Context: an optimization exercise on an open-source flow, tuned for small area. The choices shown serve that exercise and are no tape-out recipe.
In this exercise RTL edits were held to simulation tests only and were not proved equivalent to the original.
The flow treats the clock pin as an ideal source. Dropping or thinning the clock tree relies on that and would not hold on a real chip.
Power figures rest on the tool's default switching activity, not on a simulated workload.

Setup of delta:
Design ep_user_app, start of the top module:
module ep_user_app (
  input  wire logic                  trn_clk_c,
  input  wire logic                  rst_n,
  input  wire logic                  link_up_n,
  input  wire logic                  req,
  input  wire logic [48:0]           reg_req,    
  output logic                       ack,
  output logic [31:0]                rd_data,
  output logic                       tx_valid,
  output logic [63:0]                tx_data,
  input  wire logic                  tx_ready
);
==> flow/config.mk <==
export PLATFORM = sky130hd
export DESIGN_NAME = ep_user_app
export DESIGN_NICKNAME = ep_user_app
export VERILOG_FILES = /design/flow/design.v
export SDC_FILE = /design/flow/constraint.sdc
export NUM_CORES = 4
export LEC_CHECK = 0
export CAP_MARGIN = 10
export CORE_MARGIN = 2
export CORE_UTILIZATION = 65
export CTS_BUF_LIST = sky130_fd_sc_hd__clkbuf_4 sky130_fd_sc_hd__clkbuf_8
export SLEW_MARGIN = 10
==> flow/constraint.sdc <==
create_clock -name core_clock -period 5.0 [get_ports {trn_clk_c}]
set_input_delay 1.0000 -clock core_clock [delete_from_list [all_inputs] [get_ports {trn_clk_c}]]
set_output_delay 1.0000 -clock core_clock [all_outputs]
set_load 0.01 [all_outputs]
standard.sh (not shown) runs the stock make flow with config.mk's settings and CLKGATE_MAP_FILE= SYNTH_SCRIPT=/design/flow/synth_recipe.tcl, a recipe that flattens the netlist after the stock synthesis.
==> flow/flow/run.sh <==
#!/bin/bash
# ORFS layout through the standard.sh, with these changes:
#  - synthesis: no Kogge-Stone carry map, no full/half-adder cell map, and an
#    area-leaning ABC script (flow/abc_area.script); registers are unchanged
#  - port buffers use the smallest buffer cell
#  - a one-level clock tree of four buffers (flow/pre_cts.tcl) in place of
#    TritonCTS
set -euo pipefail
W=$(pwd)
export MY_ABC_SCRIPT=$W/flow/abc_area.script
export BUFFER_PORTS_ARGS="-buffer_cell sky130_fd_sc_hd__buf_1"
bash standard.sh \
  "SYNTH_SCRIPT=$W/flow/synth.tcl" \
  "SYNTH_OPERATIONS_ARGS=-nofsm" \
  "ADDER_MAP_FILE=" \
  "BUFFER_PORTS_ARGS=$BUFFER_PORTS_ARGS" \
  "PRE_CTS_TCL=$W/flow/pre_cts.tcl" \
  finish > standard_flow.log 2>&1
==> flow/flow/pre_cts.tcl <==
# Sourced by ORFS's cts.tcl before clock tree synthesis (PRE_CTS_TCL).
# Builds a one-level clock tree: the flip-flops are split into four clusters
# by position (k-means), each driven by one clock buffer placed at its
# centre, and the four buffers are driven by the clock port. TritonCTS's
# H-tree for this design has a root and eight leaf buffers.
proc manual_cts {K cell} {
  set block [ord::get_db_block]
  set pins {}
  foreach inst [get_cells *] {
    if {[string match *dfxtp* [get_property $inst ref_name]]} {
      foreach p [get_pins -of_objects $inst] {
        if {[get_property $p lib_pin_name] eq "CLK"} {
          set o [sta::sta_to_db_inst $inst]
          set bb [$o getBBox]
          lappend pins [list $p [expr {([$bb xMin] + [$bb xMax]) / 2.0}] [expr {([$bb yMin] + [$bb yMax]) / 2.0}]]
        }
      }
    }
  }
  # init centers spread along x
  set sorted [lsort -real -index 1 $pins]
  set n [llength $sorted]
  set cs {}
  for {set k 0} {$k < $K} {incr k} {
    set e [lindex $sorted [expr {int(($k + 0.5) * $n / $K)}]]
    lappend cs [list [lindex $e 1] [lindex $e 2]]
  }
  for {set it 0} {$it < 30} {incr it} {
    set groups {}
    for {set k 0} {$k < $K} {incr k} { lappend groups {} }
    foreach e $pins {
      set best 0; set bd 1e30
      for {set k 0} {$k < $K} {incr k} {
        set c [lindex $cs $k]
        set d [expr {abs([lindex $e 1] - [lindex $c 0]) + abs([lindex $e 2] - [lindex $c 1])}]
        if {$d < $bd} { set bd $d; set best $k }
      }
      lset groups $best [concat [lindex $groups $best] [list $e]]
    }
    set cs {}
    foreach g $groups {
      set sx 0; set sy 0
      foreach e $g { set sx [expr {$sx + [lindex $e 1]}]; set sy [expr {$sy + [lindex $e 2]}] }
      set m [llength $g]
      if {$m == 0} { set m 1 }
      lappend cs [list [expr {$sx / $m}] [expr {$sy / $m}]]
    }
  }
  set dbu [$block getDbUnitsPerMicron]
  for {set k 0} {$k < $K} {incr k} {
    set g [lindex $groups $k]
    set lp {}
    foreach e $g { lappend lp [lindex $e 0] }
    set c [lindex $cs $k]
    puts "cluster $k: [llength $lp] sinks at [expr {[lindex $c 0] / $dbu}] [expr {[lindex $c 1] / $dbu}]"
    insert_buffer -buffer_cell $cell -net trn_clk_c -load_pins $lp \
      -location [list [expr {[lindex $c 0] / $dbu}] [expr {[lindex $c 1] / $dbu}]] \
      -buffer_name clkbuf_m$k -net_name clknet_m$k
  }
}

manual_cts 4 sky130_fd_sc_hd__clkbuf_16
foreach net [get_nets -of_objects [get_pins -of_objects [get_cells clkbuf_m*]]] {
  [sta::sta_to_db_net $net] setSigType CLOCK
}

# The tree is built; make the flow's clock_tree_synthesis call a no-op.
rename clock_tree_synthesis my_tritoncts_unused
proc clock_tree_synthesis {args} {
  puts "clock tree built by flow/pre_cts.tcl"
  set_propagated_clock [all_clocks]
}
Other scripts of this flow, unchanged in this note and not shown: flow/flow/abc_area.script, flow/flow/synth.tcl
Changes in maple relative to delta:
--- a/flow/flow/pre_cts.tcl
+++ b/flow/flow/pre_cts.tcl
@@ -62,5 +62,6 @@
 manual_cts 4 sky130_fd_sc_hd__clkbuf_16
-foreach net [get_nets -of_objects [get_pins -of_objects [get_cells clkbuf_m*]]] {
-  [sta::sta_to_db_net $net] setSigType CLOCK
+foreach k {0 1 2 3} {
+  [[ord::get_db_block] findNet clknet_m$k] setSigType CLOCK
 }
+[[ord::get_db_block] findNet trn_clk_c] setSigType CLOCK
 
## What came out
Re area fraction in compound gates after synthesis: no difference whatsoever between maple and delta. As far as synthesized-area fraction occupied by adder cells goes, delta and maple are indistinguishable; the numbers are identical. Comparing delta against maple, there is no change at all in y dimension of the die. Worst slack at placement across maple and delta: no real change. Fraction of synthesis flops using an asynchronous set or reset pin came out exactly the same in maple and delta. ~same count of flip-flops with a built-in enable after synthesis in maple and delta. Netlist area before placement: delta vs maple identical. Number of library cell types mapped by synthesis came out exactly the same in maple and delta. Between maple and delta, the difference in synthesized cell count is negligible. Summary of maple over delta: die width was more or less identical, total placed cells including tap cells was more or less identical. maple never completed, since it errored out during clock tree synthesis (4_1_cts).
In delta the design's own scripts or RTL, not TritonCTS, make the clock network.

* * *

The RTL this note starts from:
==> flow/design.v <==
`default_nettype none
package ep_reg_pkg;
  typedef logic [16-1:0] reg_addr_t;
  typedef logic [32-1:0] reg_data_t;
  typedef struct packed {
    reg_addr_t addr;
    logic      wren;      
    reg_data_t wr_data;   
  } reg_req_t;
endpackage
`default_nettype wire
`default_nettype none
package ep_dma_pkg;
  typedef logic [64-1:0] dma_word_t;
  typedef logic [$clog2(16):0] tx_level_t;
endpackage
`default_nettype wire
`timescale 1ns/1ns
`default_nettype none
module ep_user_app (
  input  wire logic                  trn_clk_c,
  input  wire logic                  rst_n,
  input  wire logic                  link_up_n,
  input  wire logic                  req,
  input  wire logic [48:0]           reg_req,    
  output logic                       ack,
  output logic [31:0]                rd_data,
  output logic                       tx_valid,
  output logic [63:0]                tx_data,
  input  wire logic                  tx_ready
);
  logic        clr;
  logic [15:0] addr;
  logic        wren;
  logic [31:0] wr_data;
  assign clr     = !rst_n || link_up_n;
  assign addr    = reg_req[48:33];
  assign wren    = reg_req[32];
  assign wr_data = reg_req[31:0];
  logic [1:0] st;
  logic       cmd_valid;
  always_ff @(posedge trn_clk_c) begin
    if (clr) begin
      st <= 2'b00;
    end else begin
      st[0] <= !st[1] && (st[0] || req);
      st[1] <= st[0] || (st[1] && req);
    end
  end
  assign cmd_valid = st[0] && !st[1];
  assign ack       = st[1] && !st[0];
  logic        ctrl_en;
  logic [31:0] scratch;
  logic        hit_ctrl, hit_scr, hit_lo, hit_hi, hit_id;
  logic        sel_scr, sel_id, rd_one;    
  assign hit_ctrl = (addr == 16'h0000);
  assign hit_scr  = (addr == 16'h0001);
  assign hit_lo   = (addr == 16'h0002);
  assign hit_hi   = (addr == 16'h0003);
  assign hit_id   = (addr == 16'h0220);
  logic [31:0] wd;
  assign wd = clr ? 32'b0 : wr_data;
  logic [31:0] scratch_n;
  always_ff @(posedge trn_clk_c) begin
    if (clr || (cmd_valid && wren && hit_ctrl)) ctrl_en <= wd[0];
    if (clr || (cmd_valid && wren && hit_scr))  scratch_n <= ~wd;
  end
  assign scratch = ~scratch_n;
  always_ff @(posedge trn_clk_c) begin
    if (cmd_valid) begin
      sel_scr <= !wren && hit_scr;
      sel_id  <= !wren && hit_id;
      rd_one  <= !wren && hit_ctrl && ctrl_en;
    end
  end
  assign rd_data = ({32{sel_scr}} & scratch)
                 | ({32{sel_id}} & 32'h8888_7777)
                 | {31'b0, rd_one};
  logic [63:0] head;
  logic [3:0]  level;
  logic        push;
  logic [1:0]  pat_load;
  logic        go, pop;
  logic [3:0]  addend;
  logic [63:0] sum;
  assign pat_load[0] = cmd_valid && wren && hit_lo;
  assign pat_load[1] = cmd_valid && wren && hit_hi;
  assign tx_valid = (level != 4'd0);
  assign pop      = tx_valid && tx_ready;
  assign go       = ctrl_en && !(level >= 4'(16 - 2));
  assign addend = (pat_load != 2'b00) ? (level + {3'b0, push}) : {3'b0, pop};
  logic [4:0]  lo_sum;
  logic [14:0] grp_ones;                  
  logic [15:0] below_ones;                
  logic [59:0] run_ones;                  
  assign lo_sum = {1'b0, head[3:0]} + {1'b0, addend};
  always_comb begin
    below_ones[0] = 1'b1;
    for (int k = 0; k < 15; k++) begin
      grp_ones[k]       = &head[4*k+4 +: 4];
      below_ones[k + 1] = below_ones[k] & grp_ones[k];
    end
    for (int k = 0; k < 15; k++) begin
      run_ones[4*k]     = below_ones[k];
      run_ones[4*k + 1] = below_ones[k] & head[4*k+4];
      run_ones[4*k + 2] = below_ones[k] & (&head[4*k+4 +: 2]);
      run_ones[4*k + 3] = below_ones[k] & (&head[4*k+4 +: 3]);
    end
  end
  assign sum = {head[63:4] ^ ({60{lo_sum[4]}} & run_ones), lo_sum[3:0]};
  always_ff @(posedge trn_clk_c) begin
    head[31:0]  <= (clr || pat_load[0]) ? wd : sum[31:0];
    head[63:32] <= (clr || pat_load[1]) ? wd : sum[63:32];
    if (clr) begin
      level <= '0;
      push  <= 1'b0;
    end else begin
      if (pat_load != 2'b00) begin
        level <= '0;
        push  <= 1'b0;
      end else begin
        level <= level + {3'b0, push} - {3'b0, pop};
        push  <= go;
      end
    end
  end
  assign tx_data = head;
endmodule
`default_nettype wire
==> flow/config.mk <==
export PLATFORM = sky130hd
export DESIGN_NAME = ep_user_app
export DESIGN_NICKNAME = ep_user_app
export VERILOG_FILES = /design/flow/design.v
export SDC_FILE = /design/flow/constraint.sdc
export NUM_CORES = 4
export LEC_CHECK = 0
export CAP_MARGIN = 0
export CORE_MARGIN = 2
export CORE_UTILIZATION = 75
export CTS_BUF_LIST = sky130_fd_sc_hd__clkbuf_4 sky130_fd_sc_hd__clkbuf_8
export SLEW_MARGIN = 0
==> flow/constraint.sdc <==
create_clock -name core_clock -period 5.0 [get_ports {trn_clk_c}]
set_input_delay 1.0000 -clock core_clock [delete_from_list [all_inputs] [get_ports {trn_clk_c}]]
set_output_delay 1.0000 -clock core_clock [all_outputs]
set_load 0.01 [all_outputs]
==> flow/flow/run.sh <==
#!/bin/bash
# ORFS layout through the standard.sh, with these changes:
#  - synthesis: no Kogge-Stone carry map, no full/half-adder cell map, and an
#    area-leaning ABC script (flow/abc_area.script); registers are unchanged
#  - port buffers use the smallest buffer cell
#  - clock tree synthesis without dummy loads
set -euo pipefail
W=$(pwd)
export MY_ABC_SCRIPT=$W/flow/abc_area.script
export BUFFER_PORTS_ARGS="-buffer_cell sky130_fd_sc_hd__buf_1"
bash standard.sh \
  "SYNTH_SCRIPT=$W/flow/synth.tcl" \
  "SYNTH_OPERATIONS_ARGS=-nofsm" \
  "ADDER_MAP_FILE=" \
  "BUFFER_PORTS_ARGS=$BUFFER_PORTS_ARGS" \
  "CTS_ARGS=-sink_clustering_enable -repair_clock_nets -dont_use_dummy_load -buf_list {sky130_fd_sc_hd__clkbuf_4 sky130_fd_sc_hd__clkbuf_8}" \
  finish > standard_flow.log 2>&1
==> flow/flow/abc_area.script <==
strash
dc2
strash
&get -n
&st
&syn3
&dc2
&dch -f
&nf -a -R 1000
&put
strash
dc2
strash
&get -n
&st
&dch -f
&nf -a -R 1000
&put
topo
==> flow/flow/synth.tcl <==
proc synth {args} { yosys synth -nofsm -noshare {*}$args }
proc abc {args} {
  set i [lsearch -exact $args -script]
  if {$i >= 0 && [info exists ::env(MY_ABC_SCRIPT)] && $::env(MY_ABC_SCRIPT) ne ""} {
    set args [lreplace $args [expr {$i + 1}] [expr {$i + 1}] $::env(MY_ABC_SCRIPT)]
  }
  yosys abc {*}$args
}
source $::env(SCRIPTS_DIR)/synth.tcl
# left out here: clear keep_hierarchy, flatten, clean up, hide names made inside functions, write 1_2_yosys.v
The first run died in detailed placement (3_5_place_dp) (DPL-0038).
Rerun with:
==> flow/flow/abc_area.script (replaced) <==
strash
&get -n
&st
&syn3
&dch -f
&nf -a -R 2000 -E 1000
&put
topo
--- a/flow/config.mk
+++ b/flow/config.mk
@@ -8 +8 @@
-export CAP_MARGIN = 0
+export CAP_MARGIN = 20
@@ -10 +10 @@
-export CORE_UTILIZATION = 75
+export CORE_UTILIZATION = 70
@@ -12 +12 @@
-export SLEW_MARGIN = 0
+export SLEW_MARGIN = 20
This time the run completed without violations.
Synthesized cell count grows by roughly a tenth.
Synthesized area grows by a few percent.
Rerun with:
==> flow/flow/abc_area.script (replaced) <==
strash
&get -n
&st
&syn3
&dch -f
&nf -a -R 1000
&st
&dch -f
&nf -a -R 1000
&put
topo
--- a/flow/config.mk
+++ b/flow/config.mk
@@ -8 +8 @@
-export CAP_MARGIN = 20
+export CAP_MARGIN = 10
@@ -10 +10 @@
-export CORE_UTILIZATION = 70
+export CORE_UTILIZATION = 65
@@ -12 +12 @@
-export SLEW_MARGIN = 20
+export SLEW_MARGIN = 10
Result: Wire length increases by 2.2%. Die area increases by 6.4%. Via count increases by 2.4%. Fmax decreases by 2.6%. Sequential cell count stays the same. Global-route usage decreases by 1.7 points. Synthesized cell count decreases by 1.0%. Worst setup slack degrades by 120 ps. Core utilization decreases by 4.8 points. Combinational power decreases by 26%.
Rerun with:
--- a/flow/flow/run.sh
+++ b/flow/flow/run.sh
@@ -16 +16 @@
-  "CTS_ARGS=-sink_clustering_enable -repair_clock_nets -dont_use_dummy_load -buf_list {sky130_fd_sc_hd__clkbuf_4 sky130_fd_sc_hd__clkbuf_8}" \
+  "CTS_ARGS=-sink_clustering_enable -repair_clock_nets -dont_use_dummy_load -buf_list {sky130_fd_sc_hd__clkbuf_8} -sink_clustering_size 30 -sink_clustering_max_diameter 100" \
==> flow/flow/abc_area.script (replaced) <==
strash
&get -n
&st
&syn3
&dch -f
&nf -a -R 2000 -E 1000
&put
topo
Outcome: The changed run completed without violations. Final cell count is about the same. Total power is higher by 4.9%. Via count is lower by 6.2%. Die area is higher by 0.85%. Count of clock-buffer cells in the layout stays the same. Cell area is lower by 0.93%. Non-clock buffer count is lower by 7.

==> re-timing with driven ports <==
No port has a modelled driver above. Below, the same layouts with a new extraction and two added sets of constraints.
Step 1 (the two cells are an assumption about what drives the block):
set clk [get_ports {trn_clk_c}]
set_driving_cell -lib_cell sky130_fd_sc_hd__clkbuf_16 $clk
set_driving_cell -lib_cell sky130_fd_sc_hd__buf_2 [delete_from_list [all_inputs] $clk]
Step 2 also shifts input and output timing later by t, the mid clock arrival at the registers, as if the neighbouring blocks saw the same clock.
Three values: ideal, step 1, step 2; two values: the first two.
run	t, ns	setup slack, ns	hold WS [ns]	worst setup path at the end
delta	0.240	0.260 / 0.317 / 0.076	0.473 / 0.473 / 0.473	input to register
the second run of note 2	0.384	0.434 / 0.439 / 0.055	0.491 / 0.491 / 0.491	input to register
the third run of note 2	0.385	0.314 / 0.323 / -0.061	0.459 / 0.459 / 0.459	input to register
the fourth run of note 2	0.376	0.409 / 0.414 / 0.038	0.463 / 0.463 / 0.463	input to register
With both steps, setup timing fails in the third run of note 2, where it was met with ideal ports. The setup slack of the second run of note 2, which loses most, moves by +0.005 ns with the drivers and by -0.379 ns with both steps.
